This design comes from an exercise in tuning for small area and a short achievable clock period on the open sky130 flow, not from production work.
In this exercise RTL edits were held to simulation tests only and were not proved equivalent to the original.
No activity file was given, so power comes from the tool's default toggle rates.

Design tag_mem_bank_responder, start of the top module:
module tag_mem_bank_responder #(
    parameter int DEPTH   = 48,
    parameter int TIMEOUT = 8
) (
    input  logic        clk,
    input  logic        reset,
    input  logic [2:0]  mem_sel,
    input  logic [1:0]  RorW,
    input  logic [5:0]  mem_address,
    input  logic        PC_B,
    input  logic        SE,
    input  logic        WE,
    input  logic [15:0] mem_data_out,
    output logic [15:0] mem_read_in,
    output logic        mem_busy,
    output logic        mem_err,
    output logic [1:0]  err_code
);
Size in the first run: about 2400 flip-flops, about 52 I/O pins.
Settings: LEC_CHECK=0, CAP_MARGIN=20, CORE_MARGIN=2, CORE_UTILIZATION=40, CTS_CLUSTER_DIAMETER=70, CTS_CLUSTER_SIZE=24, SETUP_SLACK_MARGIN=1.6, SLEW_MARGIN=20, SYNTH_HIERARCHICAL=1, SYNTH_MINIMUM_KEEP_SIZE=0, TNS_END_PERCENT=30; clock period 4.0 ns.
run.sh (not shown) runs the stock make flow with config.mk's settings and CLKGATE_MAP_FILE= SYNTH_SCRIPT=/design/flow/synth_recipe.tcl, a recipe that flattens the netlist after the stock synthesis.
==> next run, changes <==
--- a/flow/config.mk
+++ b/flow/config.mk
@@ -13 +13 @@
-export SETUP_SLACK_MARGIN = 1.6
+export SETUP_SLACK_MARGIN = 1.7
@@ -17 +17 @@
-export TNS_END_PERCENT = 30
+export TNS_END_PERCENT = 20
Cell area hardly moves.
Routed wire length came out lower by 1.5%.
Die area does not change.
Clock skew is lower by 0.011 ns.
Worst setup slack is better by 0.085 ns.
==> next run, changes <==
--- a/flow/config.mk
+++ b/flow/config.mk
@@ -10 +10 @@
-export CORE_UTILIZATION = 40
+export CORE_UTILIZATION = 50
@@ -12,0 +13 @@
+export PLACE_DENSITY = 0.65
The changed run ran to the end with no violations.
Synthesized area stays the same.
Non-clock buffer count decreases by 22.
Final cell count decreases by 8.3%.
Design area decreases by 1.4%.
Via count increases by 3.9%.
Worst hold slack improves by 0.0049 ns.
Routed wire length increases by 3.1%.
Utilization increases by 11 points.
Setup slack degrades by 0.22 ns.
==> next run, changes <==
--- a/flow/config.mk
+++ b/flow/config.mk
@@ -10 +10 @@
-export CORE_UTILIZATION = 50
+export CORE_UTILIZATION = 40
@@ -13,2 +13 @@
-export PLACE_DENSITY = 0.65
-export SETUP_SLACK_MARGIN = 1.7
+export SETUP_SLACK_MARGIN = 1.5
@@ -18 +16,0 @@
-export TNS_END_PERCENT = 20
The new run ran to the end with no violations. Die area is higher by a quarter to a third. Total power decreases slightly. Non-clock buffer count is higher by 228. Core utilization falls by 11 points. Wire length goes down by a little under a tenth.


tag_mem_bank_responder, a different RTL version from the one above (not shown whole).
Size in the first run: about 5000 cells after synthesis, ~2300 flip-flops, ~52 I/O pins, roughly 88000 sq um of cells after synthesis.
clock: 4.0 ns
lec_check: 0
cap_margin: 20
core_margin: 2
core_utilization: 40
setup_slack_margin: 1.5
slew_margin: 20
The starting point passed the timing, DRC and antenna checks.
Then changed:
Settings changed: CTS_CLUSTER_DIAMETER set to 70, CTS_CLUSTER_SIZE set to 24.
After rerunning: The changed run went through all stages and came out clean. Register-to-register slack barely changes. Fmax falls by 0.56%. Final area falls by 4.0%. Hold slack gets better by 0.037 ns. First-iteration DRC count falls by 1.9%. Clock power falls by 26%. Synthesized area stays the same.


tag_mem_bank_responder, a different RTL version from the one above (not shown whole).
Size: ~6500 cells after synthesis, ~2400 flip-flops, roughly 52 I/O pins, roughly 81000 um2 of cells after synthesis.
==> flow/config.mk <==
export PLATFORM = sky130hd
export DESIGN_NAME = tag_mem_bank_responder
export DESIGN_NICKNAME = tag_mem_bank_responder
export VERILOG_FILES = /design/flow/design.v
export SDC_FILE = /design/flow/constraint.sdc
export NUM_CORES = 4
export LEC_CHECK = 0
export CAP_MARGIN = 20
export CORE_MARGIN = 2
export CORE_UTILIZATION = 40
export CTS_CLUSTER_DIAMETER = 70
export CTS_CLUSTER_SIZE = 24
export SETUP_SLACK_MARGIN = 1.5
export SLEW_MARGIN = 20
export SYNTH_HIERARCHICAL = 1
export SYNTH_MINIMUM_KEEP_SIZE = 0
==> flow/constraint.sdc <==
create_clock -name core_clock -period 4.0 [get_ports {clk}]
set_input_delay 0.8000 -clock core_clock [delete_from_list [all_inputs] [get_ports {clk}]]
set_output_delay 0.8000 -clock core_clock [all_outputs]
set_load 0.01 [all_outputs]
The first run completed with no timing, DRC or antenna violations.
Change:
SETUP_SLACK_MARGIN = 1.7   (was 1.5)
TNS_END_PERCENT = 20   (was unset)
Result: Global-route usage went up by 2.3 points; sequential power barely changes; hold slack loses 0.11 ns; first-iteration DRC count went up by 6.3%; total power went up by 0.34%; design area went up by 1.4%; non-clock buffer count went up by 55; clock skew went down by 0.0037 ns; worst setup slack gains 0.0092 ns; wire length went up by 8.7%; synthesized cell count is unchanged.

[re-timing with driven ports]
The flow's constraints put no driver on any port. The routed layouts listed below were extracted and timed again, unchanged, in two steps. Step 1: set_driving_cell puts a clkbuf_16 on clk and a buf_2 on each other input, an assumption about the parent block. Step 2 also shifts input and output timing later by t, the mid clock arrival at the registers, as if the neighbouring blocks saw the same clock. Slacks: ideal ports / drivers / drivers and shift; pairs: ideal ports / drivers.
run	t, ns	setup WS [ns]	worst setup path after step 2
the first run of note 1	0.869	1.437 / 1.398 / 0.583	input to register
the second run of note 1	0.878	1.522 / 1.430 / 0.669	input to register
the third run of note 1	0.868	1.299 / 1.327 / 0.459	input to register
the fourth run of note 1	0.877	1.474 / 1.433 / 0.632	input to register
the first run of note 2	0.982	1.147 / 0.953 / -0.029	input to register
the second run of note 2	0.933	1.131 / 0.954 / 0.020	input to register
the first run of note 3	0.885	1.395 / 1.360 / 0.568	input to register
the second run of note 3	0.918	1.404 / 1.367 / 0.533	input to register
With both steps, setup timing fails in the first run of note 2, where it was met with ideal ports. The setup slack of the first run of note 2, which loses most, moves by -0.194 ns with the drivers and by -1.176 ns with both steps.
